Context: an optimization exercise on an open-source flow, tuned for small area. The choices shown serve that exercise and are no tape-out recipe.
In this exercise RTL edits were held to simulation tests only and were not proved equivalent to the original.
Power and IR drop assume default switching activity.

## pkt_framer
module pkt_framer #(
  parameter int PAYLOAD_BYTES  = 40,
  parameter int FCS_BYTES      = 4,
  parameter int TIMEOUT_CYCLES = 64
) (
  input  logic                       clk_i,
  input  logic                       rst_i,
  input  logic                       in_valid_i,
  input  logic [7:0]                 in_data_i,
  input  logic                       in_sof_i,
  output logic                       in_ready_o,
  output logic                       crc_valid_o,
  output logic [8*PAYLOAD_BYTES-1:0] crc_data_o,
  input  logic                       crc_done_i,
  input  logic [31:0]                crc_value_i,
  output logic [15:0]                stat_ok_o,
  output logic [15:0]                stat_bad_o,
  output logic [15:0]                stat_drop_o,
  output logic                       out_valid_o,
  input  logic                       out_ready_i,
  output logic [8*PAYLOAD_BYTES-1:0] out_payload_o,
  output logic                       out_crc_ok_o,
  output logic                       out_timeout_o
);
export LEC_CHECK = 0
export ABC_AREA = 0
export CAP_MARGIN = 20
export CORE_AREA = 4 4 161 161
export DIE_AREA = 0 0 165 165
export PLACE_DENSITY = 0.95
export SLEW_MARGIN = 20
create_clock -name core_clock -period 4.0 [get_ports {clk_i}]
standard.sh (not shown) runs the stock make flow with config.mk's settings and CLKGATE_MAP_FILE= SYNTH_SCRIPT=/design/flow/synth_recipe.tcl, a recipe that flattens the netlist after the stock synthesis.
==> flow/flow/run.sh <==
#!/bin/bash
# Standard ORFS layout with these changes:
# - the port buffers that global placement inserts use the smallest buffer cell;
# - pins may sit one routing track apart, so that a small die holds all 739 of them;
# - the buffers yosys/abc left are removed at floorplan instead of a pre-placement timing repair
#   (which only upsizes gates against unbuffered high-fanout nets);
# - the clock tree is built from compact sink clusters, with no dummy loads and no
#   double-spacing rule on the clock nets (it collides with the one-track pin spacing).
set -euo pipefail
bash standard.sh "BUFFER_PORTS_ARGS=-buffer_cell sky130_fd_sc_hd__buf_1" \
  "PLACE_PINS_ARGS=-min_distance 1 -min_distance_in_tracks" \
  "CTS_ARGS=-sink_clustering_enable -repair_clock_nets -sink_clustering_size 20 -sink_clustering_max_diameter 60 -buf_list sky130_fd_sc_hd__clkbuf_8 -dont_use_dummy_load -apply_ndr none" \
  REMOVE_ABC_BUFFERS=1 finish > standard_flow.log 2>&1
The first run passed the timing, design-rule and antenna checks.
Then changed:
--- a/flow/flow/run.sh
+++ b/flow/flow/run.sh
@@ -12 +12 @@
-  "CTS_ARGS=-sink_clustering_enable -repair_clock_nets -sink_clustering_size 20 -sink_clustering_max_diameter 60 -buf_list sky130_fd_sc_hd__clkbuf_8 -dont_use_dummy_load -apply_ndr none" \
+  "CTS_ARGS=-sink_clustering_enable -repair_clock_nets -sink_clustering_size 10 -sink_clustering_max_diameter 40 -buf_list sky130_fd_sc_hd__clkbuf_4 -dont_use_dummy_load -apply_ndr none" \
Settings changed: CORE_AREA 4 4 161 161 to 4 4 171 171, DIE_AREA 0 0 165 165 to 0 0 175 175, PLACE_DENSITY 0.95 to 0.85.
What happened: Die area rises by about 12%. Setup slack is worse by 0.080 ns. Sequential cell count stays the same. Via count rises by about 1.4%. Register-to-register slack is worse by 0.08 ns.
Then changed:
Settings changed: CORE_AREA 4 4 171 171 to 4 4 151 151, DIE_AREA 0 0 175 175 to 0 0 155 155.
Result: Final area fell by 0.85%; total power fell by 0.80%; die area fell by 22%; fmax rose by 12%.
Then changed:
--- a/flow/flow/run.sh
+++ b/flow/flow/run.sh
@@ -12 +12 @@
-  "CTS_ARGS=-sink_clustering_enable -repair_clock_nets -sink_clustering_size 10 -sink_clustering_max_diameter 40 -buf_list sky130_fd_sc_hd__clkbuf_4 -dont_use_dummy_load -apply_ndr none" \
+  "CTS_ARGS=-sink_clustering_enable -repair_clock_nets -sink_clustering_size 14 -sink_clustering_max_diameter 50 -buf_list {sky130_fd_sc_hd__clkbuf_4 sky130_fd_sc_hd__clkbuf_8} -dont_use_dummy_load -apply_ndr none" \
Settings changed: CORE_AREA 4 4 151 151 to 4 4 161 161, DIE_AREA 0 0 155 155 to 0 0 165 165.
Sequential share of layout area came out lower by 0.96 points.
Area after synthesis is unchanged.
Sequential cell count stays the same.
Power came out higher by 2.9%.
Clock skew hardly moves.
Utilization came out lower by 9.4 points.
Worst setup slack loses 0.16 ns.
First-iteration DRC count came out higher by 33%.
Then changed:
--- a/flow/flow/run.sh
+++ b/flow/flow/run.sh
@@ -12 +12 @@
-  "CTS_ARGS=-sink_clustering_enable -repair_clock_nets -sink_clustering_size 14 -sink_clustering_max_diameter 50 -buf_list {sky130_fd_sc_hd__clkbuf_4 sky130_fd_sc_hd__clkbuf_8} -dont_use_dummy_load -apply_ndr none" \
+  "CTS_ARGS=-sink_clustering_enable -repair_clock_nets -sink_clustering_size 11 -sink_clustering_max_diameter 35 -buf_list sky130_fd_sc_hd__clkbuf_4 -dont_use_dummy_load -apply_ndr none" \
The new run finished with timing, DRC and antenna clean. Total power fell by 2.7%. Fmax fell by about 2%. Clock-buffer cell count went up by 14. Die area does not change. Routed wire length stays flat. Clock power falls by about 13%. Synthesized cell count does not change. Setup slack loses 0.053 ns. Cell area goes down by 0.81%. Sequential share of layout area went up by 0.58 points. Area after synthesis stays the same.

========
Another version of the RTL of pkt_framer (not shown whole).
Size: ~890 cells after synthesis, ~740 I/O pins, about 16,000 um2 of cells after synthesis.
export LEC_CHECK = 0
export ABC_AREA = 0
export CAP_MARGIN = 20
export CORE_AREA = 4 4 161 161
export DIE_AREA = 0 0 165 165
export PLACE_DENSITY = 0.85
export SLEW_MARGIN = 20
create_clock -name core_clock -period 4.0 [get_ports {clk_i}]
==> flow/flow/run.sh <==
#!/bin/bash
# Standard ORFS layout with these changes:
# - the port buffers that global placement inserts use the smallest buffer cell;
# - pins may sit one routing track apart, so that a small die holds all 739 of them;
# - the buffers yosys/abc left are removed at floorplan instead of a pre-placement timing repair
#   (which only upsizes gates against unbuffered high-fanout nets);
# - the clock tree is built from compact sink clusters, with no dummy loads and no
#   double-spacing rule on the clock nets (it collides with the one-track pin spacing).
set -euo pipefail
bash standard.sh "BUFFER_PORTS_ARGS=-buffer_cell sky130_fd_sc_hd__buf_1" \
  "PLACE_PINS_ARGS=-min_distance 1 -min_distance_in_tracks" \
  "CTS_ARGS=-sink_clustering_enable -repair_clock_nets -sink_clustering_size 30 -sink_clustering_max_diameter 40 -buf_list sky130_fd_sc_hd__clkbuf_8 -dont_use_dummy_load -apply_ndr none" \
  REMOVE_ABC_BUFFERS=1 finish > standard_flow.log 2>&1
Then changed:
==> flow/flow/run.sh (replaced) <==
#!/bin/bash
# Standard ORFS layout, with the port buffers that global placement inserts taken from the
# smallest buffer cell, and a clock tree
# built from compact sink clusters without dummy loads.
set -euo pipefail
bash standard.sh "BUFFER_PORTS_ARGS=-buffer_cell sky130_fd_sc_hd__buf_1" \
  "CTS_ARGS=-sink_clustering_enable -repair_clock_nets -sink_clustering_size 30 -sink_clustering_max_diameter 60 -buf_list sky130_fd_sc_hd__clkbuf_16 -dont_use_dummy_load" \
  REMOVE_ABC_BUFFERS=1 finish > standard_flow.log 2>&1
--- a/flow/config.mk
+++ b/flow/config.mk
@@ -8,6 +8,6 @@
 export ABC_AREA = 0
 export CAP_MARGIN = 20
-export CORE_AREA = 4 4 161 161
-export DIE_AREA = 0 0 165 165
-export PLACE_DENSITY = 0.85
+export CORE_AREA = 4 4 252 252
+export DIE_AREA = 0 0 256 256
+export PLACE_DENSITY = 0.9
 export SLEW_MARGIN = 20
Result: The changed run completed without violations. Worst setup slack improved by 0.067 ns. Clock power increases by well over a third. Sequential share of layout area decreases by 3.8 points.

========
The RTL this note starts from:
==> flow/design.v <==
module pkt_framer #(
  parameter int PAYLOAD_BYTES  = 40,
  parameter int FCS_BYTES      = 4,
  parameter int TIMEOUT_CYCLES = 64
) (
  input  logic                       clk_i,
  input  logic                       rst_i,
  input  logic                       in_valid_i,
  input  logic [7:0]                 in_data_i,
  input  logic                       in_sof_i,
  output logic                       in_ready_o,
  output logic                       crc_valid_o,
  output logic [8*PAYLOAD_BYTES-1:0] crc_data_o,
  input  logic                       crc_done_i,
  input  logic [31:0]                crc_value_i,
  output logic [15:0]                stat_ok_o,
  output logic [15:0]                stat_bad_o,
  output logic [15:0]                stat_drop_o,
  output logic                       out_valid_o,
  input  logic                       out_ready_i,
  output logic [8*PAYLOAD_BYTES-1:0] out_payload_o,
  output logic                       out_crc_ok_o,
  output logic                       out_timeout_o
);
  localparam int PW = 8 * PAYLOAD_BYTES;
  localparam int FW = 8 * FCS_BYTES;
  localparam int SW = PW + FW;
  logic [SW-1:0] sr_q;           
  logic [5:0]    cnt_q;
  logic          in_ready_q, active_q, crc_valid_q, out_valid_q;
  logic          ok_q, tmo_q;
  logic          accept, last_byte, waiting, tmo_hit, fcs_eq;
  logic [FW-1:0] fcs;
  assign accept    = in_valid_i & in_ready_q;
  assign last_byte = active_q & ~in_sof_i & cnt_q[5] & cnt_q[3] & cnt_q[1] & cnt_q[0];
  assign waiting   = ~in_ready_q & ~crc_valid_q & ~out_valid_q;
  assign tmo_hit   = (cnt_q == 6'd44);
  genvar j;
  generate
    for (j = 0; j < FCS_BYTES; j++) begin : g_fcs
      assign fcs[8*j +: 8] = sr_q[8*(FCS_BYTES-1-j) +: 8];
    end
  endgenerate
  assign fcs_eq = (crc_value_i == fcs);
  always_ff @(posedge clk_i or posedge rst_i) begin
    if (rst_i) begin
      in_ready_q  <= 1'b1;
      active_q    <= 1'b0;
      crc_valid_q <= 1'b0;
      out_valid_q <= 1'b0;
    end else begin
      active_q    <= in_ready_q & (active_q | (in_valid_i & in_sof_i));
      crc_valid_q <= accept & last_byte;
      if (in_ready_q) in_ready_q <= ~(in_valid_i & last_byte);
      else            in_ready_q <= out_valid_q & out_ready_i;
      if (out_valid_q) out_valid_q <= ~out_ready_i;
      else             out_valid_q <= waiting & (crc_done_i | tmo_hit);
    end
  end
  always_ff @(posedge clk_i) begin
    if (accept) sr_q <= {sr_q[SW-9:0], in_data_i};
    if (accept & in_sof_i)          cnt_q <= 6'd1;
    else if (in_valid_i | ~in_ready_q) cnt_q <= cnt_q + 6'd1;
    if (~out_valid_q) begin
      ok_q  <= crc_done_i & fcs_eq;
      tmo_q <= ~crc_done_i;
    end
  end
  logic [15:0] stat_ok_q, stat_bad_q, stat_drop_q;
  logic        hand_off, drop_inc, ok_inc, bad_inc;
  assign hand_off = out_valid_q & out_ready_i;
  assign drop_inc = accept & ~(active_q ^ in_sof_i);
  assign ok_inc   = hand_off & ok_q;
  assign bad_inc  = hand_off & ~ok_q;
  function automatic logic [15:0] sat_inc(input logic [15:0] v, input logic en);
    logic [15:0] t;
    logic        lo_ones, go;
    lo_ones = &v[7:0];
    go      = en & ~(lo_ones & (&v[15:8]));
    t[0]    = go;
    for (int i = 0; i < 7; i++) t[i+1] = t[i] & v[i];
    t[8]    = go & lo_ones;
    for (int i = 8; i < 15; i++) t[i+1] = t[i] & v[i];
    sat_inc = v ^ t;
  endfunction
  always_ff @(posedge clk_i or posedge rst_i) begin
    if (rst_i) begin
      stat_ok_q   <= '0;
      stat_bad_q  <= '0;
      stat_drop_q <= '0;
    end else begin
      stat_drop_q <= sat_inc(stat_drop_q, drop_inc);
      stat_ok_q   <= sat_inc(stat_ok_q,   ok_inc);
      stat_bad_q  <= sat_inc(stat_bad_q,  bad_inc);
    end
  end
  assign stat_ok_o   = stat_ok_q;
  assign stat_bad_o  = stat_bad_q;
  assign stat_drop_o = stat_drop_q;
  assign in_ready_o    = in_ready_q;
  assign crc_valid_o   = crc_valid_q;
  assign crc_data_o    = sr_q[SW-1:FW];
  assign out_valid_o   = out_valid_q;
  assign out_payload_o = sr_q[SW-1:FW];
  assign out_crc_ok_o  = ok_q;
  assign out_timeout_o = tmo_q;
endmodule
Settings: LEC_CHECK=0, ABC_AREA=0, CAP_MARGIN=20, CORE_AREA=4 4 161 161, DIE_AREA=0 0 165 165, PLACE_DENSITY=0.85, SLEW_MARGIN=20; clock period 4.0 ns.
==> flow/flow/run.sh <==
#!/bin/bash
# Standard ORFS layout, with the port buffers that global placement inserts taken from the
# smallest buffer cell, pins one track apart so that a small die holds them, and a clock tree
# built from compact sink clusters without dummy loads.
set -euo pipefail
bash standard.sh "BUFFER_PORTS_ARGS=-buffer_cell sky130_fd_sc_hd__buf_1" \
  "PLACE_PINS_ARGS=-min_distance 1 -min_distance_in_tracks" \
  "CTS_ARGS=-sink_clustering_enable -repair_clock_nets -sink_clustering_size 30 -sink_clustering_max_diameter 40 -buf_list sky130_fd_sc_hd__clkbuf_8 -dont_use_dummy_load" \
  finish > standard_flow.log 2>&1
Change:
==> flow/flow/run.sh (replaced) <==
#!/bin/bash
# Standard ORFS layout, with the port buffers that global placement inserts taken from the
# smallest buffer cell, and a clock tree
# built from compact sink clusters without dummy loads.
set -euo pipefail
bash standard.sh "BUFFER_PORTS_ARGS=-buffer_cell sky130_fd_sc_hd__buf_1" \
  "CTS_ARGS=-sink_clustering_enable -repair_clock_nets -sink_clustering_size 40 -sink_clustering_max_diameter 70 -buf_list sky130_fd_sc_hd__clkbuf_16 -dont_use_dummy_load" \
  REMOVE_ABC_BUFFERS=1 finish > standard_flow.log 2>&1
--- a/flow/config.mk
+++ b/flow/config.mk
@@ -8,6 +8,6 @@
 export ABC_AREA = 0
 export CAP_MARGIN = 20
-export CORE_AREA = 4 4 161 161
-export DIE_AREA = 0 0 165 165
-export PLACE_DENSITY = 0.85
+export CORE_AREA = 4 4 252 252
+export DIE_AREA = 0 0 256 256
+export PLACE_DENSITY = 0.9
 export SLEW_MARGIN = 20
The changed run finished clean. Routed wire length came out higher by 110%. Register-to-register slack is worse by 40 ps. First-iteration DRC count came out lower by 14%. Synthesized cell count is unchanged. Setup slack is worse by 39 ps. Final cell count came out higher by 26%. Sequential power came out higher by about 0.7%. Final area came out higher by 3.4%. Global-route usage came out lower by 2.7 points. Via count came out higher by 4.2%. Flip-flop and latch count stays the same.
Change:
==> flow/flow/run.sh (replaced) <==
#!/bin/bash
# Standard ORFS layout, with the port buffers that global placement inserts taken from the
# smallest buffer cell, and a clock tree built from compact sink clusters without dummy loads.
set -euo pipefail
bash standard.sh "BUFFER_PORTS_ARGS=-buffer_cell sky130_fd_sc_hd__buf_1" \
  "CTS_ARGS=-sink_clustering_enable -repair_clock_nets -sink_clustering_size 30 -sink_clustering_max_diameter 40 -buf_list sky130_fd_sc_hd__clkbuf_8 -dont_use_dummy_load" \
  finish > standard_flow.log 2>&1
--- a/flow/config.mk
+++ b/flow/config.mk
@@ -10,4 +10,4 @@
 export CORE_AREA = 4 4 252 252
 export DIE_AREA = 0 0 256 256
-export PLACE_DENSITY = 0.9
+export PLACE_DENSITY = 0.85
 export SLEW_MARGIN = 20
Outcome:
- cell area grows by about 2%
- core utilization grows by 0.60 points
- flip-flop and latch count is unchanged
- global-route usage shrinks by 2.5 points
- first-iteration DRC count shrinks by about 1.6%
Change:
==> flow/flow/run.sh (replaced) <==
#!/bin/bash
# Standard ORFS layout with these changes:
# - the port buffers that global placement inserts use the smallest buffer cell;
# - pins may sit one routing track apart, so that a small die holds all 739 of them;
# - the buffers yosys/abc left are removed at floorplan instead of a pre-placement timing repair
#   (which only upsizes gates against unbuffered high-fanout nets);
# - the clock tree is built from compact sink clusters, with no dummy loads and no
#   double-spacing rule on the clock nets (it collides with the one-track pin spacing).
set -euo pipefail
bash standard.sh "BUFFER_PORTS_ARGS=-buffer_cell sky130_fd_sc_hd__buf_1" \
  "PLACE_PINS_ARGS=-min_distance 1 -min_distance_in_tracks" \
  "CTS_ARGS=-sink_clustering_enable -repair_clock_nets -sink_clustering_size 32 -sink_clustering_max_diameter 80 -buf_list sky130_fd_sc_hd__clkbuf_16 -dont_use_dummy_load -apply_ndr none" \
  REMOVE_ABC_BUFFERS=1 finish > standard_flow.log 2>&1
--- a/flow/config.mk
+++ b/flow/config.mk
@@ -8,6 +8,6 @@
 export ABC_AREA = 0
 export CAP_MARGIN = 20
-export CORE_AREA = 4 4 252 252
-export DIE_AREA = 0 0 256 256
+export CORE_AREA = 4 4 161 161
+export DIE_AREA = 0 0 165 165
 export PLACE_DENSITY = 0.85
 export SLEW_MARGIN = 20
Sequential power fell by about 0.7%. Flip-flop and latch count does not change. Via count fell by 2.5%. Design area fell by 6.9%. First-iteration DRC count rose by 49%. Power fell by 13%. Worst hold slack gains 96 ps.
Change:
--- a/flow/flow/run.sh
+++ b/flow/flow/run.sh
@@ -10,4 +10,4 @@
 bash standard.sh "BUFFER_PORTS_ARGS=-buffer_cell sky130_fd_sc_hd__buf_1" \
   "PLACE_PINS_ARGS=-min_distance 1 -min_distance_in_tracks" \
-  "CTS_ARGS=-sink_clustering_enable -repair_clock_nets -sink_clustering_size 32 -sink_clustering_max_diameter 80 -buf_list sky130_fd_sc_hd__clkbuf_16 -dont_use_dummy_load -apply_ndr none" \
+  "CTS_ARGS=-sink_clustering_enable -repair_clock_nets -sink_clustering_size 30 -sink_clustering_max_diameter 50 -buf_list sky130_fd_sc_hd__clkbuf_16 -dont_use_dummy_load -apply_ndr none" \
   REMOVE_ABC_BUFFERS=1 finish > standard_flow.log 2>&1
Result: Hold slack gains 28 ps. First-iteration DRC count came out lower by 24%. Area after synthesis does not change. Core utilization came out higher by 1.9 points. Cell area came out higher by 2.6%. Total power came out higher by 11%. Die area is unchanged. Wire length came out higher by 3.6%. Cell count came out higher by 1.1%.

==> separate check: timing with driven ports <==
The results above use ideal ports. As a check the final layouts listed here were re-extracted and re-timed, cells and wires unchanged.
Step 1 sets driving cells, clkbuf_16 on the clock port and buf_2 on the other inputs (assumed; they add their load-dependent delay and slew).
Step 2, shift: input delay + t, output delay - t, t = (earliest + latest rising clock arrival at the registers) / 2. This alone moves slack from input paths to output paths.
Three values: ideal, step 1, step 2; two values: the first two.
| run | t (ns) | setup slack, ns | worst setup path after step 2 |
|---|---|---|---|
| the first run of note 1 | 0.594 | 1.252 / 1.252 / 0.923 | input to register |
| the second run of note 1 | 0.694 | 1.172 / 1.172 / 0.919 | input to register |
| the third run of note 1 | 0.670 | 1.481 / 1.481 / 1.018 | input to register |
| the fourth run of note 1 | 0.542 | 1.322 / 1.322 / 1.003 | input to register |
| the fifth run of note 1 | 0.659 | 1.269 / 1.269 / 0.969 | input to register |
| the first run of note 2 | 0.558 | 1.354 / 1.354 / 1.007 | input to register |
| the second run of note 2 | 0.605 | 1.421 / 1.421 / 0.879 | input to register |
| the first run of note 3 | 0.567 | 1.533 / 1.533 / 1.203 | input to register |
| the second run of note 3 | 0.639 | 1.494 / 1.494 / 0.937 | input to register |
| the third run of note 3 | 0.654 | 1.457 / 1.457 / 1.164 | input to register |
| the fourth run of note 3 | 0.537 | 1.298 / 1.298 / 0.975 | input to register |
| the fifth run of note 3 | 0.524 | 1.271 / 1.271 / 0.950 | input to register |
After both steps setup and hold are still met in every run listed. For the second run of note 3, which loses most, drivers alone change the setup slack by 0.000 ns; drivers and shift together by -0.557 ns.
